Source: an optimization exercise on an open RTL-to-GDS flow (aim: small area, a short achievable clock period and few clock cycles per item). Production flows keep margins and buffers that such runs may drop.
At most, simulation tests tie the RTL to the original design; equivalence was not proved.
For runs 1 and 2, only the layout was checked, not whether the RTL still works.
Power is estimated from default activity; no workload was simulated.

[flow/run.sh]
#!/bin/bash
# synth_recipe.tcl (not shown) runs the flow's synth.tcl, then flattens the netlist and writes it again
# the make line also repeats each setting of config.mk as NAME=value (left out here)
make -C /OpenROAD-flow-scripts/flow DESIGN_CONFIG=/design/flow/config.mk WORK_HOME=/design/flow/orfs CLKGATE_MAP_FILE= SYNTH_SCRIPT=/design/flow/synth_recipe.tcl finish
[flow/config.mk]
export PLATFORM = sky130hd
export DESIGN_NAME = milestone_mac_array
export DESIGN_NICKNAME = milestone_mac_array
export VERILOG_FILES = /design/flow/design.v
export SDC_FILE = /design/flow/constraint.sdc
export NUM_CORES = 4
export LEC_CHECK = 0
export CAP_MARGIN = 20
export CORE_MARGIN = 2
export CORE_UTILIZATION = 40
export SETUP_SLACK_MARGIN = 4.5
export SLEW_MARGIN = 20
[flow/constraint.sdc]
create_clock -name core_clock -period 8.0 [get_ports {Clock_50}]
set_input_delay 1.6000 -clock core_clock [delete_from_list [all_inputs] [get_ports {Clock_50}]]
set_output_delay 1.6000 -clock core_clock [all_outputs]
set_load 0.01 [all_outputs]
[flow/design.v]
module milestone_mac_array (
    input  logic         Clock_50,
    input  logic         Resetn,
    input  logic         start,
    input  logic         clear,
    input  logic [31:0]  init_value,
    input  logic         in_valid,
    output logic         in_ready,
    input  logic [47:0]  sample,
    input  logic [47:0]  coef,
    input  logic         subtract,
    output logic         out_valid,
    input  logic         out_ready,
    output logic [95:0]  acc_raw,
    output logic [23:0]  result,
    output logic         busy
);
    logic       busy_q;
    logic       acc_st_q;    
    logic       drain_q;     
    logic       fin_q;       
    logic       out_st_q;    
    logic [2:0] tap_cnt_q;
    logic accept;
    logic take;
    logic last_beat;
    logic resolve;           
    assign in_ready  = acc_st_q;
    assign out_valid = out_st_q;
    assign busy      = busy_q;
    assign accept    = in_valid && acc_st_q;
    assign take      = accept && !clear;
    assign last_beat = (tap_cnt_q == 3'd5);
    assign resolve   = fin_q || out_st_q;
    always_ff @(posedge Clock_50 or negedge Resetn) begin
        if (!Resetn) begin
            busy_q    <= 1'b0;
            acc_st_q  <= 1'b0;
            drain_q   <= 1'b0;
            fin_q     <= 1'b0;
            out_st_q  <= 1'b0;
            tap_cnt_q <= '0;
        end else if (clear || (out_st_q && out_ready)) begin
            busy_q    <= 1'b0;
            acc_st_q  <= 1'b0;
            drain_q   <= 1'b0;
            fin_q     <= 1'b0;
            out_st_q  <= 1'b0;
        end else if (!busy_q) begin
            if (start) begin
                busy_q    <= 1'b1;
                acc_st_q  <= 1'b1;
                tap_cnt_q <= '0;
            end
        end else begin
            drain_q <= 1'b0;
            fin_q   <= drain_q;
            if (fin_q) out_st_q <= 1'b1;
            if (accept) begin
                tap_cnt_q <= tap_cnt_q + 1'b1;
                if (last_beat) begin
                    acc_st_q <= 1'b0;
                    drain_q  <= 1'b1;
                end
            end
        end
    end
    for (genvar c = 0; c < 3; c++) begin : g_ch
        logic [16:0] bz;      
        logic [7:0]  one_d, two_d, neg_d;
        logic [7:0]  one, two, neg;
        logic [15:0] a;
        logic [31:0] acc_s, acc_c;
        logic [16:0] x0, x1, x2, x3, x4, x5, x6, x7;
        logic [31:0] tree_s, tree_c;
        logic [31:0] sum;
        logic [23:0] shifted;
        logic [7:0]  res_ch, res_out;
        assign bz = {coef[c*16 +: 16], 1'b0};
        always_comb begin
            for (int j = 0; j < 8; j++) begin
                one_d[j] = take & (bz[2*j+1] ^ bz[2*j]);
                two_d[j] = take & ((bz[2*j+2] & ~bz[2*j+1] & ~bz[2*j]) |
                                   (~bz[2*j+2] & bz[2*j+1] & bz[2*j]));
                neg_d[j] = take & (bz[2*j+2] ^ subtract);
            end
        end
        always_ff @(posedge Clock_50 or negedge Resetn) begin
            if (!Resetn) begin
                one <= '0;
                two <= '0;
                neg <= '0;
            end else begin
                one <= one_d;
                two <= two_d;
                neg <= neg_d;
            end
        end
        always_ff @(posedge Clock_50) begin
            a <= sample[c*16 +: 16];
        end
        logic [15:0] a_in;
        assign a_in = sample[c*16 +: 16];
        logic [16:0] xr0;
        always_ff @(posedge Clock_50 or negedge Resetn) begin
            if (!Resetn) xr0 <= '0;
            else         xr0 <= (({17{one_d[0]}} & {a_in[15], a_in}) | ({17{two_d[0]}} & {a_in, 1'b0})) ^ {17{neg_d[0]}};
        end
        assign x0 = xr0;
        assign x1 = (({17{one[1]}} & {a[15], a}) | ({17{two[1]}} & {a, 1'b0})) ^ {17{neg[1]}};
        assign x2 = (({17{one[2]}} & {a[15], a}) | ({17{two[2]}} & {a, 1'b0})) ^ {17{neg[2]}};
        assign x3 = (({17{one[3]}} & {a[15], a}) | ({17{two[3]}} & {a, 1'b0})) ^ {17{neg[3]}};
        assign x4 = (({17{one[4]}} & {a[15], a}) | ({17{two[4]}} & {a, 1'b0})) ^ {17{neg[4]}};
        assign x5 = (({17{one[5]}} & {a[15], a}) | ({17{two[5]}} & {a, 1'b0})) ^ {17{neg[5]}};
        assign x6 = (({17{one[6]}} & {a[15], a}) | ({17{two[6]}} & {a, 1'b0})) ^ {17{neg[6]}};
        assign x7 = (({17{one[7]}} & {a[15], a}) | ({17{two[7]}} & {a, 1'b0})) ^ {17{neg[7]}};
        logic t0, t1, t2, t3, t4, t5, t6, t7, t8, t9, t10, t11, t12, t13, t14, t15, t16, t17, t18, t19, t20, t21, t22, t23, t24, t25, t26, t27, t28, t29, t30, t31, t32, t33, t34, t35, t36, t37, t38, t39, t40, t41, t42, t43, t44, t45, t46, t47, t48, t49, t50, t51, t52, t53, t54, t55, t56, t57, t58, t59, t60, t61, t62, t63, t64, t65, t66, t67, t68, t69, t70, t71, t72, t73, t74, t75, t76, t77, t78, t79, t80, t81, t82, t83, t84, t85, t86, t87, t88, t89, t90, t91, t92, t93, t94, t95, t96, t97, t98, t99, t100, t101, t102, t103, t104, t105, t106, t107, t108, t109, t110, t111, t112, t113, t114, t115, t116, t117, t118, t119, t120, t121, t122, t123, t124, t125, t126, t127, t128, t129, t130, t131, t132, t133, t134, t135, t136, t137, t138, t139, t140, t141, t142, t143, t144, t145, t146, t147, t148, t149, t150, t151, t152, t153, t154, t155, t156, t157, t158, t159, t160, t161, t162, t163, t164, t165, t166, t167, t168, t169, t170, t171, t172, t173, t174, t175, t176, t177, t178, t179, t180, t181, t182, t183, t184, t185, t186, t187, t188, t189, t190, t191, t192, t193, t194, t195, t196, t197, t198, t199, t200, t201, t202, t203, t204, t205, t206, t207, t208, t209, t210, t211, t212, t213, t214, t215, t216, t217, t218, t219, t220, t221, t222, t223, t224, t225, t226, t227, t228, t229, t230, t231, t232, t233, t234, t235, t236, t237, t238, t239, t240, t241, t242, t243, t244, t245, t246, t247, t248, t249, t250, t251, t252, t253, t254, t255, t256, t257, t258, t259, t260, t261, t262, t263, t264, t265, t266, t267, t268, t269, t270, t271, t272, t273, t274, t275, t276, t277, t278, t279, t280, t281, t282, t283, t284, t285, t286, t287, t288, t289, t290, t291, t292, t293, t294, t295, t296, t297, t298, t299, t300, t301, t302, t303, t304, t305, t306, t307;
        assign t0 = acc_s[0] ^ acc_c[0] ^ x0[0];
        assign t1 = (acc_s[0] & acc_c[0]) | (acc_s[0] & x0[0]) | (acc_c[0] & x0[0]);
        assign t2 = acc_s[1] ^ acc_c[1] ^ x0[1];
        assign t3 = (acc_s[1] & acc_c[1]) | (acc_s[1] & x0[1]) | (acc_c[1] & x0[1]);
        assign t4 = acc_s[2] ^ acc_c[2] ^ x0[2];
        assign t5 = (acc_s[2] & acc_c[2]) | (acc_s[2] & x0[2]) | (acc_c[2] & x0[2]);
        assign t6 = t3 ^ neg[1] ^ t4;
        assign t7 = (t3 & neg[1]) | (t3 & t4) | (neg[1] & t4);
        assign t8 = acc_s[3] ^ acc_c[3] ^ x0[3];
        assign t9 = (acc_s[3] & acc_c[3]) | (acc_s[3] & x0[3]) | (acc_c[3] & x0[3]);
        assign t10 = t5 ^ t8 ^ x1[1];
        assign t11 = (t5 & t8) | (t5 & x1[1]) | (t8 & x1[1]);
        assign t12 = acc_s[4] ^ acc_c[4] ^ x0[4];
        assign t13 = (acc_s[4] & acc_c[4]) | (acc_s[4] & x0[4]) | (acc_c[4] & x0[4]);
        assign t14 = t9 ^ neg[2] ^ t12;
        assign t15 = (t9 & neg[2]) | (t9 & t12) | (neg[2] & t12);
        assign t16 = x1[2] ^ x2[0] ^ t14;
        assign t17 = (x1[2] & x2[0]) | (x1[2] & t14) | (x2[0] & t14);
        assign t18 = acc_s[5] ^ acc_c[5] ^ x0[5];
        assign t19 = (acc_s[5] & acc_c[5]) | (acc_s[5] & x0[5]) | (acc_c[5] & x0[5]);
        assign t20 = t13 ^ t18 ^ x1[3];
        assign t21 = (t13 & t18) | (t13 & x1[3]) | (t18 & x1[3]);
        assign t22 = x2[1] ^ t15 ^ t20;
        assign t23 = (x2[1] & t15) | (x2[1] & t20) | (t15 & t20);
        assign t24 = acc_s[6] ^ acc_c[6] ^ x0[6];
        assign t25 = (acc_s[6] & acc_c[6]) | (acc_s[6] & x0[6]) | (acc_c[6] & x0[6]);
        assign t26 = t19 ^ neg[3] ^ t24;
        assign t27 = (t19 & neg[3]) | (t19 & t24) | (neg[3] & t24);
        assign t28 = x1[4] ^ x2[2] ^ x3[0];
        assign t29 = (x1[4] & x2[2]) | (x1[4] & x3[0]) | (x2[2] & x3[0]);
        assign t30 = t26 ^ t21 ^ t28;
        assign t31 = (t26 & t21) | (t26 & t28) | (t21 & t28);
        assign t32 = acc_s[7] ^ acc_c[7] ^ x0[7];
        assign t33 = (acc_s[7] & acc_c[7]) | (acc_s[7] & x0[7]) | (acc_c[7] & x0[7]);
        assign t34 = t25 ^ t32 ^ x1[5];
        assign t35 = (t25 & t32) | (t25 & x1[5]) | (t32 & x1[5]);
        assign t36 = x2[3] ^ x3[1] ^ t27;
        assign t37 = (x2[3] & x3[1]) | (x2[3] & t27) | (x3[1] & t27);
        assign t38 = t29 ^ t34 ^ t36;
        assign t39 = (t29 & t34) | (t29 & t36) | (t34 & t36);
        assign t40 = acc_s[8] ^ acc_c[8] ^ x0[8];
        assign t41 = (acc_s[8] & acc_c[8]) | (acc_s[8] & x0[8]) | (acc_c[8] & x0[8]);
        assign t42 = t33 ^ neg[4] ^ t40;
        assign t43 = (t33 & neg[4]) | (t33 & t40) | (neg[4] & t40);
        assign t44 = x1[6] ^ x2[4] ^ x3[2];
        assign t45 = (x1[6] & x2[4]) | (x1[6] & x3[2]) | (x2[4] & x3[2]);
        assign t46 = x4[0] ^ t42 ^ t35;
        assign t47 = (x4[0] & t42) | (x4[0] & t35) | (t42 & t35);
        assign t48 = t44 ^ t37 ^ t46;
        assign t49 = (t44 & t37) | (t44 & t46) | (t37 & t46);
        assign t50 = acc_s[9] ^ acc_c[9] ^ x0[9];
        assign t51 = (acc_s[9] & acc_c[9]) | (acc_s[9] & x0[9]) | (acc_c[9] & x0[9]);
        assign t52 = t41 ^ t50 ^ x1[7];
        assign t53 = (t41 & t50) | (t41 & x1[7]) | (t50 & x1[7]);
        assign t54 = x2[5] ^ x3[3] ^ x4[1];
        assign t55 = (x2[5] & x3[3]) | (x2[5] & x4[1]) | (x3[3] & x4[1]);
        assign t56 = t43 ^ t45 ^ t52;
        assign t57 = (t43 & t45) | (t43 & t52) | (t45 & t52);
        assign t58 = t54 ^ t47 ^ t56;
        assign t59 = (t54 & t47) | (t54 & t56) | (t47 & t56);
        assign t60 = acc_s[10] ^ acc_c[10] ^ x0[10];
        assign t61 = (acc_s[10] & acc_c[10]) | (acc_s[10] & x0[10]) | (acc_c[10] & x0[10]);
        assign t62 = t51 ^ neg[5] ^ t60;
        assign t63 = (t51 & neg[5]) | (t51 & t60) | (neg[5] & t60);
        assign t64 = x1[8] ^ x2[6] ^ x3[4];
        assign t65 = (x1[8] & x2[6]) | (x1[8] & x3[4]) | (x2[6] & x3[4]);
        assign t66 = x4[2] ^ x5[0] ^ t62;
        assign t67 = (x4[2] & x5[0]) | (x4[2] & t62) | (x5[0] & t62);
        assign t68 = t53 ^ t55 ^ t64;
        assign t69 = (t53 & t55) | (t53 & t64) | (t55 & t64);
        assign t70 = t66 ^ t57 ^ t68;
        assign t71 = (t66 & t57) | (t66 & t68) | (t57 & t68);
        assign t72 = acc_s[11] ^ acc_c[11] ^ x0[11];
        assign t73 = (acc_s[11] & acc_c[11]) | (acc_s[11] & x0[11]) | (acc_c[11] & x0[11]);
        assign t74 = t61 ^ t72 ^ x1[9];
        assign t75 = (t61 & t72) | (t61 & x1[9]) | (t72 & x1[9]);
        assign t76 = x2[7] ^ x3[5] ^ x4[3];
        assign t77 = (x2[7] & x3[5]) | (x2[7] & x4[3]) | (x3[5] & x4[3]);
        assign t78 = x5[1] ^ t63 ^ t65;
        assign t79 = (x5[1] & t63) | (x5[1] & t65) | (t63 & t65);
        assign t80 = t74 ^ t76 ^ t67;
        assign t81 = (t74 & t76) | (t74 & t67) | (t76 & t67);
        assign t82 = t78 ^ t69 ^ t80;
        assign t83 = (t78 & t69) | (t78 & t80) | (t69 & t80);
        assign t84 = acc_s[12] ^ acc_c[12] ^ x0[12];
        assign t85 = (acc_s[12] & acc_c[12]) | (acc_s[12] & x0[12]) | (acc_c[12] & x0[12]);
        assign t86 = t73 ^ neg[6] ^ t84;
        assign t87 = (t73 & neg[6]) | (t73 & t84) | (neg[6] & t84);
        assign t88 = x1[10] ^ x2[8] ^ x3[6];
        assign t89 = (x1[10] & x2[8]) | (x1[10] & x3[6]) | (x2[8] & x3[6]);
        assign t90 = x4[4] ^ x5[2] ^ x6[0];
        assign t91 = (x4[4] & x5[2]) | (x4[4] & x6[0]) | (x5[2] & x6[0]);
        assign t92 = t86 ^ t75 ^ t77;
        assign t93 = (t86 & t75) | (t86 & t77) | (t75 & t77);
        assign t94 = t88 ^ t90 ^ t79;
        assign t95 = (t88 & t90) | (t88 & t79) | (t90 & t79);
        assign t96 = t92 ^ t81 ^ t94;
        assign t97 = (t92 & t81) | (t92 & t94) | (t81 & t94);
        assign t98 = acc_s[13] ^ acc_c[13] ^ x0[13];
        assign t99 = (acc_s[13] & acc_c[13]) | (acc_s[13] & x0[13]) | (acc_c[13] & x0[13]);
        assign t100 = t85 ^ t98 ^ x1[11];
        assign t101 = (t85 & t98) | (t85 & x1[11]) | (t98 & x1[11]);
        assign t102 = x2[9] ^ x3[7] ^ x4[5];
        assign t103 = (x2[9] & x3[7]) | (x2[9] & x4[5]) | (x3[7] & x4[5]);
        assign t104 = x5[3] ^ x6[1] ^ t87;
        assign t105 = (x5[3] & x6[1]) | (x5[3] & t87) | (x6[1] & t87);
        assign t106 = t89 ^ t91 ^ t100;
        assign t107 = (t89 & t91) | (t89 & t100) | (t91 & t100);
        assign t108 = t102 ^ t104 ^ t93;
        assign t109 = (t102 & t104) | (t102 & t93) | (t104 & t93);
        assign t110 = t106 ^ t95 ^ t108;
        assign t111 = (t106 & t95) | (t106 & t108) | (t95 & t108);
        assign t112 = acc_s[14] ^ acc_c[14] ^ x0[14];
        assign t113 = (acc_s[14] & acc_c[14]) | (acc_s[14] & x0[14]) | (acc_c[14] & x0[14]);
        assign t114 = t99 ^ neg[7] ^ t112;
        assign t115 = (t99 & neg[7]) | (t99 & t112) | (neg[7] & t112);
        assign t116 = x1[12] ^ x2[10] ^ x3[8];
        assign t117 = (x1[12] & x2[10]) | (x1[12] & x3[8]) | (x2[10] & x3[8]);
        assign t118 = x4[6] ^ x5[4] ^ x6[2];
        assign t119 = (x4[6] & x5[4]) | (x4[6] & x6[2]) | (x5[4] & x6[2]);
        assign t120 = x7[0] ^ t114 ^ t101;
        assign t121 = (x7[0] & t114) | (x7[0] & t101) | (t114 & t101);
        assign t122 = t103 ^ t116 ^ t118;
        assign t123 = (t103 & t116) | (t103 & t118) | (t116 & t118);
        assign t124 = t105 ^ t120 ^ t107;
        assign t125 = (t105 & t120) | (t105 & t107) | (t120 & t107);
        assign t126 = t122 ^ t109 ^ t124;
        assign t127 = (t122 & t109) | (t122 & t124) | (t109 & t124);
        assign t128 = acc_s[15] ^ acc_c[15] ^ x0[15];
        assign t129 = (acc_s[15] & acc_c[15]) | (acc_s[15] & x0[15]) | (acc_c[15] & x0[15]);
        assign t130 = t113 ^ t128 ^ x1[13];
        assign t131 = (t113 & t128) | (t113 & x1[13]) | (t128 & x1[13]);
        assign t132 = x2[11] ^ x3[9] ^ x4[7];
        assign t133 = (x2[11] & x3[9]) | (x2[11] & x4[7]) | (x3[9] & x4[7]);
        assign t134 = x5[5] ^ x6[3] ^ x7[1];
        assign t135 = (x5[5] & x6[3]) | (x5[5] & x7[1]) | (x6[3] & x7[1]);
        assign t136 = t115 ^ t117 ^ t119;
        assign t137 = (t115 & t117) | (t115 & t119) | (t117 & t119);
        assign t138 = t130 ^ t132 ^ t134;
        assign t139 = (t130 & t132) | (t130 & t134) | (t132 & t134);
        assign t140 = t121 ^ t136 ^ t123;
        assign t141 = (t121 & t136) | (t121 & t123) | (t136 & t123);
        assign t142 = t138 ^ t125 ^ t140;
        assign t143 = (t138 & t125) | (t138 & t140) | (t125 & t140);
        assign t144 = acc_s[16] ^ acc_c[16] ^ x0[16];
        assign t145 = (acc_s[16] & acc_c[16]) | (acc_s[16] & x0[16]) | (acc_c[16] & x0[16]);
        assign t146 = t129 ^ t144 ^ x1[14];
        assign t147 = (t129 & t144) | (t129 & x1[14]) | (t144 & x1[14]);
        assign t148 = x2[12] ^ x3[10] ^ x4[8];
        assign t149 = (x2[12] & x3[10]) | (x2[12] & x4[8]) | (x3[10] & x4[8]);
        assign t150 = x5[6] ^ x6[4] ^ x7[2];
        assign t151 = (x5[6] & x6[4]) | (x5[6] & x7[2]) | (x6[4] & x7[2]);
        assign t152 = t131 ^ t133 ^ t135;
        assign t153 = (t131 & t133) | (t131 & t135) | (t133 & t135);
        assign t154 = t146 ^ t148 ^ t150;
        assign t155 = (t146 & t148) | (t146 & t150) | (t148 & t150);
        assign t156 = t137 ^ t152 ^ t139;
        assign t157 = (t137 & t152) | (t137 & t139) | (t152 & t139);
        assign t158 = t154 ^ t141 ^ t156;
        assign t159 = (t154 & t141) | (t154 & t156) | (t141 & t156);
        assign t160 = acc_s[17] ^ acc_c[17] ^ x0[16];
        assign t161 = (acc_s[17] & acc_c[17]) | (acc_s[17] & x0[16]) | (acc_c[17] & x0[16]);
        assign t162 = t145 ^ t160 ^ x1[15];
        assign t163 = (t145 & t160) | (t145 & x1[15]) | (t160 & x1[15]);
        assign t164 = x2[13] ^ x3[11] ^ x4[9];
        assign t165 = (x2[13] & x3[11]) | (x2[13] & x4[9]) | (x3[11] & x4[9]);
        assign t166 = x5[7] ^ x6[5] ^ x7[3];
        assign t167 = (x5[7] & x6[5]) | (x5[7] & x7[3]) | (x6[5] & x7[3]);
        assign t168 = t147 ^ t149 ^ t151;
        assign t169 = (t147 & t149) | (t147 & t151) | (t149 & t151);
        assign t170 = t162 ^ t164 ^ t166;
        assign t171 = (t162 & t164) | (t162 & t166) | (t164 & t166);
        assign t172 = t153 ^ t168 ^ t155;
        assign t173 = (t153 & t168) | (t153 & t155) | (t168 & t155);
        assign t174 = t170 ^ t157 ^ t172;
        assign t175 = (t170 & t157) | (t170 & t172) | (t157 & t172);
        assign t176 = acc_s[18] ^ acc_c[18] ^ ~x0[16];
        assign t177 = (acc_s[18] & acc_c[18]) | (acc_s[18] & ~x0[16]) | (acc_c[18] & ~x0[16]);
        assign t178 = t161 ^ t176 ^ ~x1[16];
        assign t179 = (t161 & t176) | (t161 & ~x1[16]) | (t176 & ~x1[16]);
        assign t180 = x2[14] ^ x3[12] ^ x4[10];
        assign t181 = (x2[14] & x3[12]) | (x2[14] & x4[10]) | (x3[12] & x4[10]);
        assign t182 = x5[8] ^ x6[6] ^ x7[4];
        assign t183 = (x5[8] & x6[6]) | (x5[8] & x7[4]) | (x6[6] & x7[4]);
        assign t184 = t163 ^ t165 ^ t167;
        assign t185 = (t163 & t165) | (t163 & t167) | (t165 & t167);
        assign t186 = t178 ^ t180 ^ t182;
        assign t187 = (t178 & t180) | (t178 & t182) | (t180 & t182);
        assign t188 = t169 ^ t184 ^ t171;
        assign t189 = (t169 & t184) | (t169 & t171) | (t184 & t171);
        assign t190 = t186 ^ t173 ^ t188;
        assign t191 = (t186 & t173) | (t186 & t188) | (t173 & t188);
        assign t192 = ~(acc_s[19]);
        assign t193 = acc_c[19] ^ t192 ^ t177;
        assign t194 = (acc_c[19] & t192) | (acc_c[19] & t177) | (t192 & t177);
        assign t195 = x2[15] ^ x3[13] ^ x4[11];
        assign t196 = (x2[15] & x3[13]) | (x2[15] & x4[11]) | (x3[13] & x4[11]);
        assign t197 = x5[9] ^ x6[7] ^ x7[5];
        assign t198 = (x5[9] & x6[7]) | (x5[9] & x7[5]) | (x6[7] & x7[5]);
        assign t199 = t193 ^ t179 ^ t181;
        assign t200 = (t193 & t179) | (t193 & t181) | (t179 & t181);
        assign t201 = t183 ^ t195 ^ t197;
        assign t202 = (t183 & t195) | (t183 & t197) | (t195 & t197);
        assign t203 = t185 ^ t199 ^ t187;
        assign t204 = (t185 & t199) | (t185 & t187) | (t199 & t187);
        assign t205 = t201 ^ t189 ^ t203;
        assign t206 = (t201 & t189) | (t201 & t203) | (t189 & t203);
        assign t207 = acc_s[20] ^ acc_c[20] ^ (acc_s[19]);
        assign t208 = (acc_s[20] & acc_c[20]) | (acc_s[20] & (acc_s[19])) | (acc_c[20] & (acc_s[19]));
        assign t209 = t207 ^ ~x2[16] ^ x3[14];
        assign t210 = (t207 & ~x2[16]) | (t207 & x3[14]) | (~x2[16] & x3[14]);
        assign t211 = x4[12] ^ x5[10] ^ x6[8];
        assign t212 = (x4[12] & x5[10]) | (x4[12] & x6[8]) | (x5[10] & x6[8]);
        assign t213 = x7[6] ^ t194 ^ t196;
        assign t214 = (x7[6] & t194) | (x7[6] & t196) | (t194 & t196);
        assign t215 = t198 ^ t209 ^ t211;
        assign t216 = (t198 & t209) | (t198 & t211) | (t209 & t211);
        assign t217 = t200 ^ t213 ^ t202;
        assign t218 = (t200 & t213) | (t200 & t202) | (t213 & t202);
        assign t219 = t215 ^ t204 ^ t217;
        assign t220 = (t215 & t204) | (t215 & t217) | (t204 & t217);
        assign t221 = ~(acc_s[21]);
        assign t222 = acc_c[21] ^ t221 ^ t208;
        assign t223 = (acc_c[21] & t221) | (acc_c[21] & t208) | (t221 & t208);
        assign t224 = x3[15] ^ x4[13] ^ x5[11];
        assign t225 = (x3[15] & x4[13]) | (x3[15] & x5[11]) | (x4[13] & x5[11]);
        assign t226 = x6[9] ^ x7[7] ^ t222;
        assign t227 = (x6[9] & x7[7]) | (x6[9] & t222) | (x7[7] & t222);
        assign t228 = t210 ^ t212 ^ t224;
        assign t229 = (t210 & t212) | (t210 & t224) | (t212 & t224);
        assign t230 = t226 ^ t214 ^ t216;
        assign t231 = (t226 & t214) | (t226 & t216) | (t214 & t216);
        assign t232 = t228 ^ t218 ^ t230;
        assign t233 = (t228 & t218) | (t228 & t230) | (t218 & t230);
        assign t234 = acc_s[22] ^ acc_c[22] ^ (acc_s[21]);
        assign t235 = (acc_s[22] & acc_c[22]) | (acc_s[22] & (acc_s[21])) | (acc_c[22] & (acc_s[21]));
        assign t236 = t234 ^ ~x3[16] ^ x4[14];
        assign t237 = (t234 & ~x3[16]) | (t234 & x4[14]) | (~x3[16] & x4[14]);
        assign t238 = x5[12] ^ x6[10] ^ x7[8];
        assign t239 = (x5[12] & x6[10]) | (x5[12] & x7[8]) | (x6[10] & x7[8]);
        assign t240 = t223 ^ t225 ^ t236;
        assign t241 = (t223 & t225) | (t223 & t236) | (t225 & t236);
        assign t242 = t238 ^ t227 ^ t229;
        assign t243 = (t238 & t227) | (t238 & t229) | (t227 & t229);
        assign t244 = t240 ^ t231 ^ t242;
        assign t245 = (t240 & t231) | (t240 & t242) | (t231 & t242);
        assign t246 = ~(acc_s[23]);
        assign t247 = acc_c[23] ^ t246 ^ t235;
        assign t248 = (acc_c[23] & t246) | (acc_c[23] & t235) | (t246 & t235);
        assign t249 = x4[15] ^ x5[13] ^ x6[11];
        assign t250 = (x4[15] & x5[13]) | (x4[15] & x6[11]) | (x5[13] & x6[11]);
        assign t251 = x7[9] ^ t247 ^ t237;
        assign t252 = (x7[9] & t247) | (x7[9] & t237) | (t247 & t237);
        assign t253 = t239 ^ t249 ^ t251;
        assign t254 = (t239 & t249) | (t239 & t251) | (t249 & t251);
        assign t255 = t241 ^ t243 ^ t253;
        assign t256 = (t241 & t243) | (t241 & t253) | (t243 & t253);
        assign t257 = acc_s[24] ^ acc_c[24] ^ (acc_s[23]);
        assign t258 = (acc_s[24] & acc_c[24]) | (acc_s[24] & (acc_s[23])) | (acc_c[24] & (acc_s[23]));
        assign t259 = t257 ^ ~x4[16] ^ x5[14];
        assign t260 = (t257 & ~x4[16]) | (t257 & x5[14]) | (~x4[16] & x5[14]);
        assign t261 = x6[12] ^ x7[10] ^ t248;
        assign t262 = (x6[12] & x7[10]) | (x6[12] & t248) | (x7[10] & t248);
        assign t263 = t250 ^ t259 ^ t261;
        assign t264 = (t250 & t259) | (t250 & t261) | (t259 & t261);
        assign t265 = t252 ^ t263 ^ t254;
        assign t266 = (t252 & t263) | (t252 & t254) | (t263 & t254);
        assign t267 = ~(acc_s[25]);
        assign t268 = acc_c[25] ^ t267 ^ t258;
        assign t269 = (acc_c[25] & t267) | (acc_c[25] & t258) | (t267 & t258);
        assign t270 = x5[15] ^ x6[13] ^ x7[11];
        assign t271 = (x5[15] & x6[13]) | (x5[15] & x7[11]) | (x6[13] & x7[11]);
        assign t272 = t268 ^ t260 ^ t270;
        assign t273 = (t268 & t260) | (t268 & t270) | (t260 & t270);
        assign t274 = t262 ^ t272 ^ t264;
        assign t275 = (t262 & t272) | (t262 & t264) | (t272 & t264);
        assign t276 = acc_s[26] ^ acc_c[26] ^ (acc_s[25]);
        assign t277 = (acc_s[26] & acc_c[26]) | (acc_s[26] & (acc_s[25])) | (acc_c[26] & (acc_s[25]));
        assign t278 = t276 ^ ~x5[16] ^ x6[14];
        assign t279 = (t276 & ~x5[16]) | (t276 & x6[14]) | (~x5[16] & x6[14]);
        assign t280 = x7[12] ^ t269 ^ t271;
        assign t281 = (x7[12] & t269) | (x7[12] & t271) | (t269 & t271);
        assign t282 = t278 ^ t280 ^ t273;
        assign t283 = (t278 & t280) | (t278 & t273) | (t280 & t273);
        assign t284 = ~(acc_s[27]);
        assign t285 = acc_c[27] ^ t284 ^ t277;
        assign t286 = (acc_c[27] & t284) | (acc_c[27] & t277) | (t284 & t277);
        assign t287 = x6[15] ^ x7[13] ^ t285;
        assign t288 = (x6[15] & x7[13]) | (x6[15] & t285) | (x7[13] & t285);
        assign t289 = t279 ^ t287 ^ t281;
        assign t290 = (t279 & t287) | (t279 & t281) | (t287 & t281);
        assign t291 = acc_s[28] ^ acc_c[28] ^ (acc_s[27]);
        assign t292 = (acc_s[28] & acc_c[28]) | (acc_s[28] & (acc_s[27])) | (acc_c[28] & (acc_s[27]));
        assign t293 = t291 ^ ~x6[16] ^ x7[14];
        assign t294 = (t291 & ~x6[16]) | (t291 & x7[14]) | (~x6[16] & x7[14]);
        assign t295 = t286 ^ t293 ^ t288;
        assign t296 = (t286 & t293) | (t286 & t288) | (t293 & t288);
        assign t297 = ~(acc_s[29]);
        assign t298 = acc_c[29] ^ t297 ^ t292;
        assign t299 = (acc_c[29] & t297) | (acc_c[29] & t292) | (t297 & t292);
        assign t300 = x7[15] ^ t298 ^ t294;
        assign t301 = (x7[15] & t298) | (x7[15] & t294) | (t298 & t294);
        assign t302 = acc_s[30] ^ acc_c[30] ^ (acc_s[29]);
        assign t303 = (acc_s[30] & acc_c[30]) | (acc_s[30] & (acc_s[29])) | (acc_c[30] & (acc_s[29]));
        assign t304 = t302 ^ ~x7[16] ^ t299;
        assign t305 = (t302 & ~x7[16]) | (t302 & t299) | (~x7[16] & t299);
        assign t306 = ~(acc_s[31]);
        assign t307 = acc_c[31] ^ t306 ^ t303;
        assign tree_s = {t307, t304, t300, t295, t283, t282, t274, t256, t245, t233, t220, t206, t191, t175, t159, t143, t127, t111, t97, t83, t71, t59, t49, t39, t31, t23, t17, t11, t7, x1[0], t1, neg[0]};
        assign tree_c = {t305, t301, t296, t290, t289, t275, t266, t265, t255, t244, t232, t219, t205, t190, t174, t158, t142, t126, t110, t96, t82, t70, t58, t48, t38, t30, t22, t16, t10, t6, t2, t0};
        logic [31:0] cp_g0, cp_p0;
        assign cp_g0 = acc_s & acc_c;
        assign cp_p0 = acc_s ^ acc_c;
        logic cp_G0, cp_P0;
        assign cp_G0 = cp_g0[1] | (cp_p0[1] & cp_g0[0]);
        assign cp_P0 = cp_p0[1] & cp_p0[0];
        logic cp_G1, cp_P1;
        assign cp_G1 = cp_g0[3] | (cp_p0[3] & cp_g0[2]);
        assign cp_P1 = cp_p0[3] & cp_p0[2];
        logic cp_G2, cp_P2;
        assign cp_G2 = cp_g0[5] | (cp_p0[5] & cp_g0[4]);
        assign cp_P2 = cp_p0[5] & cp_p0[4];
        logic cp_G3, cp_P3;
        assign cp_G3 = cp_g0[7] | (cp_p0[7] & cp_g0[6]);
        assign cp_P3 = cp_p0[7] & cp_p0[6];
        logic cp_G4, cp_P4;
        assign cp_G4 = cp_g0[9] | (cp_p0[9] & cp_g0[8]);
        assign cp_P4 = cp_p0[9] & cp_p0[8];
        logic cp_G5, cp_P5;
        assign cp_G5 = cp_g0[11] | (cp_p0[11] & cp_g0[10]);
        assign cp_P5 = cp_p0[11] & cp_p0[10];
        logic cp_G6, cp_P6;
        assign cp_G6 = cp_g0[13] | (cp_p0[13] & cp_g0[12]);
        assign cp_P6 = cp_p0[13] & cp_p0[12];
        logic cp_G7, cp_P7;
        assign cp_G7 = cp_g0[15] | (cp_p0[15] & cp_g0[14]);
        assign cp_P7 = cp_p0[15] & cp_p0[14];
        logic cp_G8, cp_P8;
        assign cp_G8 = cp_g0[17] | (cp_p0[17] & cp_g0[16]);
        assign cp_P8 = cp_p0[17] & cp_p0[16];
        logic cp_G9, cp_P9;
        assign cp_G9 = cp_g0[19] | (cp_p0[19] & cp_g0[18]);
        assign cp_P9 = cp_p0[19] & cp_p0[18];
        logic cp_G10, cp_P10;
        assign cp_G10 = cp_g0[21] | (cp_p0[21] & cp_g0[20]);
        assign cp_P10 = cp_p0[21] & cp_p0[20];
        logic cp_G11, cp_P11;
        assign cp_G11 = cp_g0[23] | (cp_p0[23] & cp_g0[22]);
        assign cp_P11 = cp_p0[23] & cp_p0[22];
        logic cp_G12, cp_P12;
        assign cp_G12 = cp_g0[25] | (cp_p0[25] & cp_g0[24]);
        assign cp_P12 = cp_p0[25] & cp_p0[24];
        logic cp_G13, cp_P13;
        assign cp_G13 = cp_g0[27] | (cp_p0[27] & cp_g0[26]);
        assign cp_P13 = cp_p0[27] & cp_p0[26];
        logic cp_G14, cp_P14;
        assign cp_G14 = cp_g0[29] | (cp_p0[29] & cp_g0[28]);
        assign cp_P14 = cp_p0[29] & cp_p0[28];
        logic cp_G15, cp_P15;
        assign cp_G15 = cp_g0[31] | (cp_p0[31] & cp_g0[30]);
        assign cp_P15 = cp_p0[31] & cp_p0[30];
        logic cp_G16, cp_P16;
        assign cp_G16 = cp_G1 | (cp_P1 & cp_G0);
        assign cp_P16 = cp_P1 & cp_P0;
        logic cp_G17, cp_P17;
        assign cp_G17 = cp_G3 | (cp_P3 & cp_G2);
        assign cp_P17 = cp_P3 & cp_P2;
        logic cp_G18, cp_P18;
        assign cp_G18 = cp_G5 | (cp_P5 & cp_G4);
        assign cp_P18 = cp_P5 & cp_P4;
        logic cp_G19, cp_P19;
        assign cp_G19 = cp_G7 | (cp_P7 & cp_G6);
        assign cp_P19 = cp_P7 & cp_P6;
        logic cp_G20, cp_P20;
        assign cp_G20 = cp_G9 | (cp_P9 & cp_G8);
        assign cp_P20 = cp_P9 & cp_P8;
        logic cp_G21, cp_P21;
        assign cp_G21 = cp_G11 | (cp_P11 & cp_G10);
        assign cp_P21 = cp_P11 & cp_P10;
        logic cp_G22, cp_P22;
        assign cp_G22 = cp_G13 | (cp_P13 & cp_G12);
        assign cp_P22 = cp_P13 & cp_P12;
        logic cp_G23, cp_P23;
        assign cp_G23 = cp_G15 | (cp_P15 & cp_G14);
        assign cp_P23 = cp_P15 & cp_P14;
        logic cp_G24, cp_P24;
        assign cp_G24 = cp_G17 | (cp_P17 & cp_G16);
        assign cp_P24 = cp_P17 & cp_P16;
        logic cp_G25, cp_P25;
        assign cp_G25 = cp_G19 | (cp_P19 & cp_G18);
        assign cp_P25 = cp_P19 & cp_P18;
        logic cp_G26, cp_P26;
        assign cp_G26 = cp_G21 | (cp_P21 & cp_G20);
        assign cp_P26 = cp_P21 & cp_P20;
        logic cp_G27, cp_P27;
        assign cp_G27 = cp_G23 | (cp_P23 & cp_G22);
        assign cp_P27 = cp_P23 & cp_P22;
        logic cp_G28, cp_P28;
        assign cp_G28 = cp_G25 | (cp_P25 & cp_G24);
        assign cp_P28 = cp_P25 & cp_P24;
        logic cp_G29, cp_P29;
        assign cp_G29 = cp_G27 | (cp_P27 & cp_G26);
        assign cp_P29 = cp_P27 & cp_P26;
        logic cp_G30, cp_P30;
        assign cp_G30 = cp_G29 | (cp_P29 & cp_G28);
        assign cp_P30 = cp_P29 & cp_P28;
        logic cp_G31, cp_P31;
        assign cp_G31 = cp_G26 | (cp_P26 & cp_G28);
        assign cp_P31 = cp_P26 & cp_P28;
        logic cp_G32, cp_P32;
        assign cp_G32 = cp_G18 | (cp_P18 & cp_G24);
        assign cp_P32 = cp_P18 & cp_P24;
        logic cp_G33, cp_P33;
        assign cp_G33 = cp_G20 | (cp_P20 & cp_G28);
        assign cp_P33 = cp_P20 & cp_P28;
        logic cp_G34, cp_P34;
        assign cp_G34 = cp_G22 | (cp_P22 & cp_G31);
        assign cp_P34 = cp_P22 & cp_P31;
        logic cp_G35, cp_P35;
        assign cp_G35 = cp_G2 | (cp_P2 & cp_G16);
        assign cp_P35 = cp_P2 & cp_P16;
        logic cp_G36, cp_P36;
        assign cp_G36 = cp_G4 | (cp_P4 & cp_G24);
        assign cp_P36 = cp_P4 & cp_P24;
        logic cp_G37, cp_P37;
        assign cp_G37 = cp_G6 | (cp_P6 & cp_G32);
        assign cp_P37 = cp_P6 & cp_P32;
        logic cp_G38, cp_P38;
        assign cp_G38 = cp_G8 | (cp_P8 & cp_G28);
        assign cp_P38 = cp_P8 & cp_P28;
        logic cp_G39, cp_P39;
        assign cp_G39 = cp_G10 | (cp_P10 & cp_G33);
        assign cp_P39 = cp_P10 & cp_P33;
        logic cp_G40, cp_P40;
        assign cp_G40 = cp_G12 | (cp_P12 & cp_G31);
        assign cp_P40 = cp_P12 & cp_P31;
        logic cp_G41, cp_P41;
        assign cp_G41 = cp_G14 | (cp_P14 & cp_G34);
        assign cp_P41 = cp_P14 & cp_P34;
        logic cp_G42, cp_P42;
        assign cp_G42 = cp_g0[2] | (cp_p0[2] & cp_G0);
        assign cp_P42 = cp_p0[2] & cp_P0;
        logic cp_G43, cp_P43;
        assign cp_G43 = cp_g0[4] | (cp_p0[4] & cp_G16);
        assign cp_P43 = cp_p0[4] & cp_P16;
        logic cp_G44, cp_P44;
        assign cp_G44 = cp_g0[6] | (cp_p0[6] & cp_G35);
        assign cp_P44 = cp_p0[6] & cp_P35;
        logic cp_G45, cp_P45;
        assign cp_G45 = cp_g0[8] | (cp_p0[8] & cp_G24);
        assign cp_P45 = cp_p0[8] & cp_P24;
        logic cp_G46, cp_P46;
        assign cp_G46 = cp_g0[10] | (cp_p0[10] & cp_G36);
        assign cp_P46 = cp_p0[10] & cp_P36;
        logic cp_G47, cp_P47;
        assign cp_G47 = cp_g0[12] | (cp_p0[12] & cp_G32);
        assign cp_P47 = cp_p0[12] & cp_P32;
        logic cp_G48, cp_P48;
        assign cp_G48 = cp_g0[14] | (cp_p0[14] & cp_G37);
        assign cp_P48 = cp_p0[14] & cp_P37;
        logic cp_G49, cp_P49;
        assign cp_G49 = cp_g0[16] | (cp_p0[16] & cp_G28);
        assign cp_P49 = cp_p0[16] & cp_P28;
        logic cp_G50, cp_P50;
        assign cp_G50 = cp_g0[18] | (cp_p0[18] & cp_G38);
        assign cp_P50 = cp_p0[18] & cp_P38;
        logic cp_G51, cp_P51;
        assign cp_G51 = cp_g0[20] | (cp_p0[20] & cp_G33);
        assign cp_P51 = cp_p0[20] & cp_P33;
        logic cp_G52, cp_P52;
        assign cp_G52 = cp_g0[22] | (cp_p0[22] & cp_G39);
        assign cp_P52 = cp_p0[22] & cp_P39;
        logic cp_G53, cp_P53;
        assign cp_G53 = cp_g0[24] | (cp_p0[24] & cp_G31);
        assign cp_P53 = cp_p0[24] & cp_P31;
        logic cp_G54, cp_P54;
        assign cp_G54 = cp_g0[26] | (cp_p0[26] & cp_G40);
        assign cp_P54 = cp_p0[26] & cp_P40;
        logic cp_G55, cp_P55;
        assign cp_G55 = cp_g0[28] | (cp_p0[28] & cp_G34);
        assign cp_P55 = cp_p0[28] & cp_P34;
        logic cp_G56, cp_P56;
        assign cp_G56 = cp_g0[30] | (cp_p0[30] & cp_G41);
        assign cp_P56 = cp_p0[30] & cp_P41;
        assign sum = {cp_p0[31] ^ cp_G56, cp_p0[30] ^ cp_G41, cp_p0[29] ^ cp_G55, cp_p0[28] ^ cp_G34, cp_p0[27] ^ cp_G54, cp_p0[26] ^ cp_G40, cp_p0[25] ^ cp_G53, cp_p0[24] ^ cp_G31, cp_p0[23] ^ cp_G52, cp_p0[22] ^ cp_G39, cp_p0[21] ^ cp_G51, cp_p0[20] ^ cp_G33, cp_p0[19] ^ cp_G50, cp_p0[18] ^ cp_G38, cp_p0[17] ^ cp_G49, cp_p0[16] ^ cp_G28, cp_p0[15] ^ cp_G48, cp_p0[14] ^ cp_G37, cp_p0[13] ^ cp_G47, cp_p0[12] ^ cp_G32, cp_p0[11] ^ cp_G46, cp_p0[10] ^ cp_G36, cp_p0[9] ^ cp_G45, cp_p0[8] ^ cp_G24, cp_p0[7] ^ cp_G44, cp_p0[6] ^ cp_G35, cp_p0[5] ^ cp_G43, cp_p0[4] ^ cp_G16, cp_p0[3] ^ cp_G42, cp_p0[2] ^ cp_G0, cp_p0[1] ^ cp_g0[0], cp_p0[0]};
        logic [31:0] alt_s;
        logic        keep_tree;
        assign keep_tree = busy_q && !resolve;
        assign alt_s     = busy_q ? sum : init_value;
        always_ff @(posedge Clock_50) begin
            acc_s <= keep_tree ? tree_s : alt_s;
            acc_c <= keep_tree ? tree_c : 32'd0;
        end
        assign shifted = acc_s[31:8];
        always_comb begin
            res_ch = shifted[7:0];
            if (shifted[23]) begin
                res_ch = '0;
            end else if (|shifted[22:8]) begin
                res_ch = '1;
            end
        end
        assign res_out = res_ch;
        assign acc_raw[c*32 +: 32] = acc_s;
        assign result[c*8 +: 8]    = res_out;
    end
endmodule
==> results of run 1 <==
## cells in the final DEF (no fill, tap or decap), drive strengths merged, types with 5 or more instances in the layout
master and n:
a21o 17, a31oi 6, o21a 5, and3 94, a21oi 166, clkinv 16
buf 77, dfrtp 125, clkdlybuf4s50 227, nand4 5, nor2 279, nand2b 49
nor2b 23, o211ai 8, ha 107, nor4 9, o21ai 172, nand2 208
o21bai 10, nor3 9, nand3 51, inv 521, a211oi 7, clkbuf 62
xor2 69, dfxtp 240, fa 498, a22oi 316, xnor2 435
## flip-flops by register name (all words and copies together) (netlist names)
signal,cells
g_ch.a,48
drain_q,1
g_ch.acc_s,96
fin_q,1
g_ch.two,21
g_ch.one,21
g_ch.neg,24
g_ch.acc_c,96
out_st_q,1
busy_q,1
tap_cnt_q,3
acc_st_q,1
g_ch.xr0,51
## routing by layer
layer	vias up	GRT usage (%)	wire length [um]
li1	11988	-	-
met1	13198	35.19	48470
met2	1034	37.07	47830
met3	145	4.988	9358
met4	0	6.640	3103
met5	-	0	0
## area by class of cell
type                       instances  area share, %
clock inverter                    22         0.4990
sequential                       365          20.50
inverter                         519          4.887
antenna                            1       0.006277
timing repair buffer             305          7.128
clock buffer                      62          3.214
multi-input combinational       2570          60.18
tap                             1144          3.590
## through the flow
step / worst slack (ns) / utilization (%) / hold WS (ns) / power, mW / cells
final: 4.431 / 46.67 / 0.4530 / 11.25 / 4988
after global routing: 4.354 / 46.67 / 0.4765 / 12.40 / 4987
after CTS: 4.361 / 46.26 / 0.4623 / 11.27 / 4975
after detailed placement: 4.055 / 44.24 / 0.4448 / 9.101 / 4876
after global placement: 4.103 / 44.24 / 0.4285 / 8.966 / 4876
after floorplan: 4.579 / - / 0.4175 / 6.964 / 3719
## repair_timing
item	in CTS	in global routing
endpoints found under the setup margin	94	101
hold endpoints to repair	0	0
setup buffers	15	12
resized for setup	195	129
pin swaps	10	17
## power breakdown
part           switching [mW]  internal (mW)
clock network           0.872           1.19
logic                    3.34           2.89
registers               0.690           2.26
## logic make-up after synthesis
logic type,count (synthesis),share of synthesized area [%]
muxes,5,0.1481
AOI/OAI and AO/OA,721,13.36
buffers and inverters,784,8.596
and+or+nand+nor,735,9.586
xor gates and xnor gates,504,12.75
DFF,365,22.91
adders and majority gates,605,32.66
## final timing paths
kind	start	end	depth (start not counted)
setup / recovery	g_ch[2].acc_s[27]	result[19]	7
hold / removal	g_ch[2].neg[0]	g_ch[2].acc_s[0]	2
setup reg to reg	g_ch[1].acc_s[10]	g_ch[1].acc_c[11]	10
hold reg to reg	g_ch[2].neg[0]	g_ch[2].acc_s[0]	2
max in group asynchronous	Resetn	busy_q	2
min in group asynchronous	Resetn	g_ch[1].two[6]	1
## worst register-to-register path, cell delays in order, from the launching register on
cell and delay (ns):
dfxtp_1 0.50, inv_1 0.11, fa_1 0.56, inv_1 0.08
fa_1 0.48, fa_1 0.43, inv_1 0.09, fa_1 0.40
inv_1 0.09, fa_1 0.38, and3_1 0.16
==> results.tsv, run 1 <==
metric	value	unit
drc_errors	0	
die_area	88940	sq um
cts_max_path_buffers	3	
cts_tree	done	
syn_inst	3719	
avgSynthCellArea	9.311	sq um
coreArea	85410	sq um
drt-total-wl	108800	um
ys_ff_latch	365	
start_kind	flip-flop	
clock.fmax	0.2802	GHz
setup-violations-final	0	
cp_slowest_cell	dfxtp_4	
clk_latency	0.60	ns
antenna_found_initial	6	
path_cells	nor4_4 -> nand4_1 -> buf_6 -> buf_6 -> nor2_4 -> nor2_1 -> buf_2	
placed_cell_area	37780	sq um
worst_slew_pin_slew	1.139	ns
routabilityCongestion	0.8980	
cts_buffers	45	
layout.nets	4546	
synth_commonest_cells	inv_1 (505), fa_1 (498), xnor2_1 (435)	
path_clk_slew	0.06	ns
crit_arrival	1.97	ns
critPathRequiredTime	6.40	ns
ys.flop_type	dfxtp_1	
drive_above_1_share	9.524	%
finalSetupTns	0	ns
ys_warn_count	1	
avgViaCountPerCell	5.286	
grt_start_max_net_pins	92	
skew	0.01615	ns
multi_input_area	23990	sq um
wl_per_cell	21.81	um
cts_root_buf	clkbuf_16	
hold_viol_final	0	
power_density	282.1	nW/um^2
initial_core_util	40.54	%
cts_sinks	365	
regToRegSetupSlack	4.61	ns
track_usage	24.38	%
crit_family	simple AND/OR/NAND/NOR gates	
h-tree-depth	2	
cpMostUsedCell	buf_6	
ant_nets	0	
crit_fanout	7	
slew_violations	0	
ys_seq_area_share	22.91	%
design_area	39870	sq um
vias	26365	
rsz0062_at_grt	yes	
port-buffer-count	257	
fill_cells	8236	
rows	107	
syn_nets	4459	
end_kind	primary output	
crit_type	flip-flop to primary output	
p_leak	16.81	nW
syn_area	34630	sq um
seq_area	8173	sq um
yosysMostFrequentCell	inv_1	
postCtsHoldBufs	0	
synth_edf_count	0	
io_pins	258	
max_stage_delay	0.36	ns
async_flop_share	34.25	%
dr.pass1.iters	6	
drtIter0Drc	2260	
grt-ovfl-total	0	
grt_pass1_wl	167000	um
maxCapViolations	0	
dpl.hpwl	82170	um
syn_to_final_growth	15.12	%
crit_buf_inv	3	
die_h	298.2	um
first_global_vias	26532	
outcome	timing/DRC/antenna clean	
synth_area_leaders	fa_1 (29%), dfxtp_1 (14%), xnor2_1 (11%)	
min_path_type	flip-flop to flip-flop	
synth_top_area_share	28.79	%
ir_drop	0.0002003	V
slew_headroom	23.93	%
die_w	298.2	um
min_period	3.569	ns
synth_area_leader_cell	fa_1	
synth_cell_types	55	
fin_crit_sh	44.61	%
==> run 2, diff against run 1 <==
==> flow/flow/run.sh (new file) <==
#!/bin/bash
# Standard layout, with the port buffers made from buf_4 cells instead of the
# default choice (a slow delay buffer) so that input and output paths are short.
set -euo pipefail
echo "export BUFFER_PORTS_ARGS = -buffer_cell sky130_fd_sc_hd__buf_4" >> "$FLOW_CONFIG"
bash standard.sh > standard.log 2>&1
==> flow/standard.sh (new file) <==
#!/bin/bash
# synth_recipe.tcl (not shown) runs the flow's synth.tcl, then flattens the netlist and writes it again
# the make line also repeats each setting of config.mk as NAME=value (left out here)
make -C /OpenROAD-flow-scripts/flow DESIGN_CONFIG=/design/flow/config.mk WORK_HOME=/design/flow/orfs CLKGATE_MAP_FILE= SYNTH_SCRIPT=/design/flow/synth_recipe.tcl "${@:-finish}"
--- a/flow/config.mk
+++ b/flow/config.mk
@@ -11,2 +11,3 @@
 export SETUP_SLACK_MARGIN = 4.5
 export SLEW_MARGIN = 20
+export BUFFER_PORTS_ARGS = -buffer_cell sky130_fd_sc_hd__buf_4
removed: flow/run.sh
==> results.tsv, run 2 <==
metric	value	unit	change
clock.fmax	0.2772	GHz	-1.1%
crit_arrival	2.01	ns	+0.04 ns
fin_util	46.24	%	-0.44 points
avgSynthCellArea	9.311	sq um	unchanged
synth_commonest_cells	inv_1 (505), fa_1 (498), xnor2_1 (435)		
power_density	285.3	nW/um^2	+1.1%
yosysMostFrequentCell	inv_1		
ys.flop_type	dfxtp_1		
final_cells	4988		unchanged
placed_cell_area	37140	sq um	-1.7%
path_clk_slew	0.06	ns	about the same
fin_crit_sh	45.09	%	+0.48 points
cts_root_buf	clkbuf_16		
end_kind	primary output		
cts_buffers	46		+2.2%
slew_headroom	19.06	%	-4.9 points
start_kind	flip-flop		
vias	26157		-0.79%
synth_area_leader_cell	fa_1		
drtIter0Drc	2145		-5.1%
setup-violations-final	0		unchanged
cts_tree	done		
ant_nets	0		unchanged
antenna_found_initial	7		+1
avgViaCountPerCell	5.244		-0.79%
p_leak	17.03	nW	+1.3%
grt_pass1_wl	164100	um	-1.7%
grt_start_max_net_pins	152		+65%
port-buffer-count	257		unchanged
die_w	298.2	um	unchanged
reg_top3	g_ch.acc_c (96), g_ch.acc_s (96), g_ch.xr0 (51)		
design_area	39490	sq um	-0.93%
crit_type	flip-flop to primary output		
crit_fanout	5		-2
dr.pass1.iters	6		unchanged
max_stage_delay	0.35	ns	about the same
routabilityCongestion	0.9030		+0.56%
synth_cell_types	55		unchanged
skew	0.03062	ns	+0.01447 ns
drc_errors	0		unchanged
h-tree-depth	2		unchanged
track_usage	24.13	%	-0.25 points
cp_slowest_cell	dfxtp_4		
initial_core_util	40.54	%	unchanged
die_area	88940	sq um	unchanged
first_global_vias	26055		-1.8%
synth_top_area_share	28.79	%	unchanged
crit_family	simple AND/OR/NAND/NOR gates		
report.power.total	11.27	mW	+0.18%
finalSetupTns	0	ns	unchanged
layout.nets	4544		-0.044%
min_path_type	flip-flop to flip-flop		
drt-total-wl	107500	um	-1.2%
syn_nets	4459		unchanged
critPathRequiredTime	6.40	ns	about the same
path_cells	nor4_4 -> nand4_1 -> buf_6 -> buf_6 -> nor2_2 -> nor2_1 -> buf_4		
cpMostUsedCell	buf_6		
rsz0062_at_grt	yes		
ys_seq_area_share	22.91	%	unchanged
cts_max_path_buffers	3		unchanged
syn_area	34630	sq um	unchanged
syn_to_final_growth	14.05	%	
syn_inst	3719		unchanged
async_flop_share	34.25	%	unchanged
min_period	3.607	ns	+0.03800 ns
worst_slew_pin_slew	1.212	ns	+0.07279 ns
die_h	298.2	um	unchanged
ys_ff_latch	365		unchanged
drive_above_1_share	15.78	%	+6.3 points
mostFrequentLayoutCell	inv_1		
hold_viol_final	0		unchanged
clk_latency	0.62	ns	+0.02 ns
synth_edf_count	0		unchanged
synth_area_leaders	fa_1 (29%), dfxtp_1 (14%), xnor2_1 (11%)		
rows	107		unchanged
cts_sinks	365		unchanged
wl_per_cell	21.54	um	-1.2%
crit_buf_inv	3		unchanged
maxCapViolations	0		unchanged
ir_drop	0.0001538	V	-23%
ys_warn_count	1		unchanged
dpl.hpwl	81620	um	-0.67%
slew_violations	0		unchanged
grt-ovfl-total	0		unchanged
dp_cells	4873		-0.062%
postCtsHoldBufs	0		unchanged
coreArea	85410	sq um	unchanged
io_pins	258		unchanged
outcome	timing/DRC/antenna clean		
mostFrequentLayoutCells	inv_1 (504), fa_1 (494), xnor2_1 (435)		
==> run 2: cell counts after synthesis <==
Identical to the previous run, type by type.
==> run 2: worst paths after layout <==
kind,start,to,slack [ns],cells past startpoint
worst max register to register,g_ch[1].acc_s[12],g_ch[1].acc_s[14],4.60,9
worst min register to register,g_ch[0].neg[0],g_ch[0].acc_s[0],0.44,2
worst min-delay path,g_ch[0].neg[0],g_ch[0].acc_s[0],0.44,2
min in group asynchronous,Resetn,g_ch[1].two[5],0.97,1
max in group asynchronous,Resetn,g_ch[0].one[1],5.52,2
worst max-delay path,g_ch[2].acc_s[29],result[19],4.39,7
==> run 2: through the flow <==
stage,hold slack (ns),setup WS (ns)
2_1_floorplan,0.4175,4.579
3_3_place_gp,0.4343,4.344
3_5_place_dp,0.4318,4.301
4_1_cts,0.4454,4.395
5_1_grt,0.4802,4.299
6_report,0.4393,4.393
==> run 2: kinds of logic (layout without fill, tap and decap cells) <==
group           after synthesis  count (layout)  synth area share [%]
fa+ha+maj                   605             605                 32.66
xor+xnor                    504             504                 12.75
simple gates                735             735                 9.586
flops                       365             365                 22.91
other cells                   0               3                     0
buf+inv                     784             906                 8.596
compound gates              721             721                 13.36
mux                           5               5                0.1481
==> run 2: layout make-up <==
| cell class | count | area (sq um) |
|---|---|---|
| Fill cell | 8277 | 45920 |
| Timing Repair Buffer | 302 | 2307 |
| Sequential cell | 365 | 8183 |
| Inverter | 519 | 1956 |
| Multi-Input combinational cell | 2570 | 24050 |
| Clock inverter | 23 | 311.5 |
| Tap cell | 1144 | 1431 |
| Antenna cell | 3 | 7.507 |
| Clock buffer | 62 | 1251 |
==> run 2: metal layers <==
layer / track usage (%) / wire length (um) / part of all wire [%] / vias to the layer above
li1: - / - / - / 11993
met1: 34.40 / 47410 / 44 / 13010
met2: 35.37 / 46420 / 43 / 992
met3: 6.556 / 9964 / 9.3 / 158
met4: 7.729 / 3548 / 3.3 / 4
met5: 0.8658 / 115 / 0.11 / -
==> run 2: tightest hold or removal path, delay by kind of cell (launching register included) <==
family             cells  cell delay, ns
and+or+nand+nor        1            0.04
DFF                    1            0.32
AOI/OAI and AO/OA      1            0.05
==> run 2: repair_timing <==
item                       4_1_cts  5_1_grt
buffers inserted                 9       18
pin swaps                        8       12
setup endpoints to repair       86       94
gates resized for setup        115      140
==> run 2: power breakdown <==
| group | internal [mW] | total (mW) | switching, mW |
|---|---|---|---|
| registers | 2.26 | 2.98 | 0.722 |
| clock network | 1.30 | 2.20 | 0.896 |
| logic | 2.81 | 6.09 | 3.28 |
| total | 6.37 | 11.3 | 4.90 |
==> run 3, diff against run 2 <==
--- a/flow/design.v
+++ b/flow/design.v
@@ -600,4 +600,6 @@
         assign cp_G56 = cp_g0[30] | (cp_p0[30] & cp_G41);
         assign cp_P56 = cp_p0[30] & cp_P41;
+        logic cp_c16;
+        assign cp_c16 = cp_G28;
         assign sum = {cp_p0[31] ^ cp_G56, cp_p0[30] ^ cp_G41, cp_p0[29] ^ cp_G55, cp_p0[28] ^ cp_G34, cp_p0[27] ^ cp_G54, cp_p0[26] ^ cp_G40, cp_p0[25] ^ cp_G53, cp_p0[24] ^ cp_G31, cp_p0[23] ^ cp_G52, cp_p0[22] ^ cp_G39, cp_p0[21] ^ cp_G51, cp_p0[20] ^ cp_G33, cp_p0[19] ^ cp_G50, cp_p0[18] ^ cp_G38, cp_p0[17] ^ cp_G49, cp_p0[16] ^ cp_G28, cp_p0[15] ^ cp_G48, cp_p0[14] ^ cp_G37, cp_p0[13] ^ cp_G47, cp_p0[12] ^ cp_G32, cp_p0[11] ^ cp_G46, cp_p0[10] ^ cp_G36, cp_p0[9] ^ cp_G45, cp_p0[8] ^ cp_G24, cp_p0[7] ^ cp_G44, cp_p0[6] ^ cp_G35, cp_p0[5] ^ cp_G43, cp_p0[4] ^ cp_G16, cp_p0[3] ^ cp_G42, cp_p0[2] ^ cp_G0, cp_p0[1] ^ cp_g0[0], cp_p0[0]};
         logic [31:0] alt_s;
@@ -609,4 +611,9 @@
             acc_c <= keep_tree ? tree_c : 32'd0;
         end
+        logic nz_q;
+        always_ff @(posedge Clock_50) begin
+            nz_q <= !((cp_p0[16] == cp_c16) &&
+                      ((cp_p0[30:17] ~^ (acc_s[29:16] | acc_c[29:16])) == '1));
+        end
         assign shifted = acc_s[31:8];
         always_comb begin
@@ -614,5 +621,5 @@
             if (shifted[23]) begin
                 res_ch = '0;
-            end else if (|shifted[22:8]) begin
+            end else if (nz_q) begin
                 res_ch = '1;
             end
==> flow/run.sh (new file) <==
#!/bin/bash
# synth_recipe.tcl (not shown) runs the flow's synth.tcl, then flattens the netlist and writes it again
# the make line also repeats each setting of config.mk as NAME=value (left out here)
make -C /OpenROAD-flow-scripts/flow DESIGN_CONFIG=/design/flow/config.mk WORK_HOME=/design/flow/orfs CLKGATE_MAP_FILE= SYNTH_SCRIPT=/design/flow/synth_recipe.tcl finish
--- a/flow/config.mk
+++ b/flow/config.mk
@@ -9,5 +9,4 @@
 export CORE_MARGIN = 2
 export CORE_UTILIZATION = 40
-export SETUP_SLACK_MARGIN = 4.5
+export SETUP_SLACK_MARGIN = 4.2
 export SLEW_MARGIN = 20
-export BUFFER_PORTS_ARGS = -buffer_cell sky130_fd_sc_hd__buf_4
removed: flow/flow/run.sh
removed: flow/standard.sh
==> results.tsv, run 3 <==
metric	value	unit	change
switching_power	5.102	mW	+4.2%
min_path_type	flip-flop to flip-flop		
p_int	6.677	mW	+4.8%
syn_inst	3828		+2.9%
cts_sinks	368		+0.82%
synth_cell_types	49		-11%
p_seq_share	24.7	%	-1.8 points
power_density	291.2	nW/um^2	+2.1%
clock.fmax	0.2691	GHz	-2.9%
drive_above_1_share	3.715	%	-12 points
grt_start_max_net_pins	76		-50%
worst-r2r-cell-count	9		unchanged
ys.flop_type	dfxtp_1		
crit_arrival	2.12	ns	+0.11 ns
synth_commonest_cells	inv_1 (527), fa_1 (498), xnor2_1 (435)		
cts_root_buf	clkbuf_16		
switching_share	43.31	%	-0.15 points
synth_top_area_share	28.08	%	-0.71 points
drt-total-wl	113500	um	+5.6%
worst_slew_pin_slew	1.215	ns	+0.003552 ns
setup-violations-final	0		unchanged
grt_pass1_wl	171200	um	+4.3%
crit_fanout	75		+70
slew_violations	0		unchanged
dpl.hpwl	85020	um	+4.2%
synth_area_leaders	fa_1 (28%), dfxtp_1 (14%), xnor2_1 (11%)		
syn_nets	4595		+3.1%
ys_ff_latch	368		+0.82%
ir_drop	0.0001890	V	+23%
mostFrequentLayoutCell	inv_1		
routabilityCongestion	0.9066		+0.40%
mostFrequentLayoutCells	inv_1 (527), fa_1 (498), xnor2_1 (435)		
end_kind	primary output		
initial_core_util	40.24	%	-0.30 points
crit_type	flip-flop to primary output		
final_cells	5096		+2.2%
fin_util	45.84	%	-0.40 points
outcome	timing/DRC/antenna clean		
wl_per_cell	22.27	um	+3.3%
cts_max_path_buffers	3		unchanged
rsz0062_at_grt	no		
skew	0.03704	ns	+0.006422 ns
coreArea	88240	sq um	+3.3%
report.power.total	11.78	mW	+4.5%
drc_errors	0		unchanged
die_area	91160	sq um	+2.5%
synth_area_leader_cell	fa_1		
avgViaCountPerCell	5.292		+0.92%
syn_to_final_growth	13.92	%	
async_flop_share	33.97	%	-0.28 points
p_comb_share	56.0	%	+2.0 points
slew_headroom	18.83	%	-0.24 points
drtIter0Drc	2431		+13%
hold-path-cell-count	2		unchanged
critPathRequiredTime	6.40	ns	about the same
finalSetupTns	0	ns	unchanged
start_kind	flip-flop		
ys_warn_count	1		unchanged
p_leak	17.29	nW	+1.6%
clk_latency	0.60	ns	-0.02 ns
antenna_found_initial	9		+2
syn_area	35510	sq um	+2.5%
io_pins	258		unchanged
hold_viol_final	0		unchanged
worst_slack	4.284	ns	-0.1091 ns
path_cells	buf_16 -> clkdlybuf4s50_1		
max_stage_delay	0.61	ns	+0.26 ns
maxCapViolations	0		unchanged
place_ws	3.827	ns	-0.4744 ns
min_period	3.716	ns	+0.1091 ns
die_w	301.9	um	+1.2%
ant_nets	0		unchanged
cts_tree	done		
layout.nets	4661		+2.6%
path_clk_slew	0.06	ns	about the same
track_usage	24.92	%	+0.79 points
vias	26968		+3.1%
grt-ovfl-total	0		unchanged
fin_crit_sh	46.45	%	+1.4 points
postCtsHoldBufs	0		unchanged
cp_slowest_cell	dfrtp_4		
power_frac_clock	19.3	%	-0.2 points
synth_edf_count	0		unchanged
ys_seq_area_share	22.51	%	-0.40 points
cts_buffers	44		-4.3%
yosysMostFrequentCell	inv_1		
first_global_vias	26505		+1.7%
rows	109		+1.9%
avgSynthCellArea	9.275	sq um	-0.39%
dr.pass1.iters	6		unchanged
port-buffer-count	257		unchanged
reg_top3	g_ch.acc_c (96), g_ch.acc_s (96), g_ch.xr0 (51)		
dp_cells	5010		+2.8%
h-tree-depth	2		unchanged
die_h	301.9	um	+1.2%
## run 3: cell count changes in the layout (fill, tap and decap cells not counted), sizes merged, moves of 4 or more
cell	delta
buf	-268
clkdlybuf4s50	+254
xor2	+42
ha	+27
inv	+22
nand4	+9
nor4	-9
a21o	+8
clkbuf	-7
nand2	+6
o21bai	-5
a21oi	+4
and4	+4
## run 3: what timing repair did
action                                  CTS  global route
endpoints found under the setup margin    5            18
gates resized for setup                   6            11
hold endpoints to repair                  0             0
pin swaps                                 0             1
buffers inserted                          1             2
## run 3: power groups by stage
stage / sequential, mW / combinational [mW] / clock [mW]
after detailed placement: 2.95 / 6.59 / 0
final: 2.90 / 6.60 / 2.27
after CTS: 2.92 / 6.66 / 2.32
after floorplan: 2.71 / 4.65 / 0
after global routing: 2.98 / 7.69 / 2.38
after global placement: 2.95 / 6.45 / 0
## run 3: area by class of cell
cell class | count | area, sq um
fill | 8424 | 47790
multi-input combinational | 2653 | 24500
sequential | 368 | 8006
timing repair buffer | 288 | 2846
inverter | 539 | 2023
tap | 1165 | 1458
clock buffer | 55 | 1214
clock inverter | 27 | 397.9
antenna | 1 | 2.502
## run 3: worst max-delay path: cells and delay by family (launching register included)
family	cells	cell delay, ns
flip-flops	1	0.61
buffers and inverters	2	0.92
## run 3: kinds of logic (layout without fill, tap and decap cells)
group / Yosys count / count (layout) / synth area share (%)
compound gates: 725 / 725 / 12.98
xor+xnor: 546 / 546 / 13.47
fa+ha+maj: 632 / 632 / 32.80
buf+inv: 807 / 909 / 8.613
flops: 368 / 368 / 22.51
mux: 5 / 5 / 0.1445
other cells: 0 / 1 / 0
simple gates: 745 / 745 / 9.483
## run 3: metal layers
layer  global-route usage (%)  part of all wire (%)  vias to the layer above
met5                        0                 0.041                        -
met1                    35.96                    44                    13497
met4                    6.188                   2.5                        8
met2                    38.14                    45                     1053
li1                         -                     -                    12274
met3                    5.301                   8.5                      136
## run 3: through the flow
stage	hold WS, ns	instance area [sq um]
final	0.4569	40450
after global routing	0.4755	40450
after detailed placement	0.4454	38740
after floorplan	0.4175	35510
after global placement	0.4225	38740
after CTS	0.4546	40400
## run 3: path summary, 6_finish.rpt
| check | startpoint | to | slack (ns) |
|---|---|---|---|
| worst min-delay path | g_ch[2].neg[0] | g_ch[2].acc_s[0] | 0.46 |
| max in group asynchronous | Resetn | g_ch[2].neg[5] | 5.62 |
| worst max-delay path | busy_q | busy | 4.28 |
| worst max register to register | g_ch[1].neg[5] | g_ch[1].acc_s[16] | 4.32 |
| min in group asynchronous | Resetn | g_ch[1].two[7] | 1.08 |
| worst min register to register | g_ch[2].neg[0] | g_ch[2].acc_s[0] | 0.46 |
Testbench counts of run 3, summed over its fixed seeds: cycles 24,000, items 2,400.

==> afterwards: timing with drivers on the ports <==
The flow's constraints put no driver on any port. The routed layouts listed below were extracted and timed again, unchanged, in two steps. Step 1 (the two cells are an assumption about what drives the block):
set clk [get_ports {Clock_50}]
set_driving_cell -lib_cell sky130_fd_sc_hd__clkbuf_16 $clk
set_driving_cell -lib_cell sky130_fd_sc_hd__buf_2 [delete_from_list [all_inputs] $clk]
Step 2 adds t to the input delays and takes it off the output delays; t is the mean of the earliest and latest rising clock arrival at the registers after step 1. Input paths then give back, and output paths get back, about the clock's delay inside the block. Slacks: no drivers / after step 1 / after step 2; pairs: no drivers / after step 1.
run	shift t [ns]	setup slack, ns	worst slew at a driven data input, ns
run 1	0.653	4.431 / 4.370 / 4.111	0.11
run 2	0.665	4.393 / 4.326 / 4.356	0.12
run 3	0.653	4.284 / 4.217 / 3.873	0.20
After both steps every run listed still meets setup and hold. For run 3, which loses most, drivers alone change the setup slack by -0.067 ns; drivers and shift together by -0.411 ns.
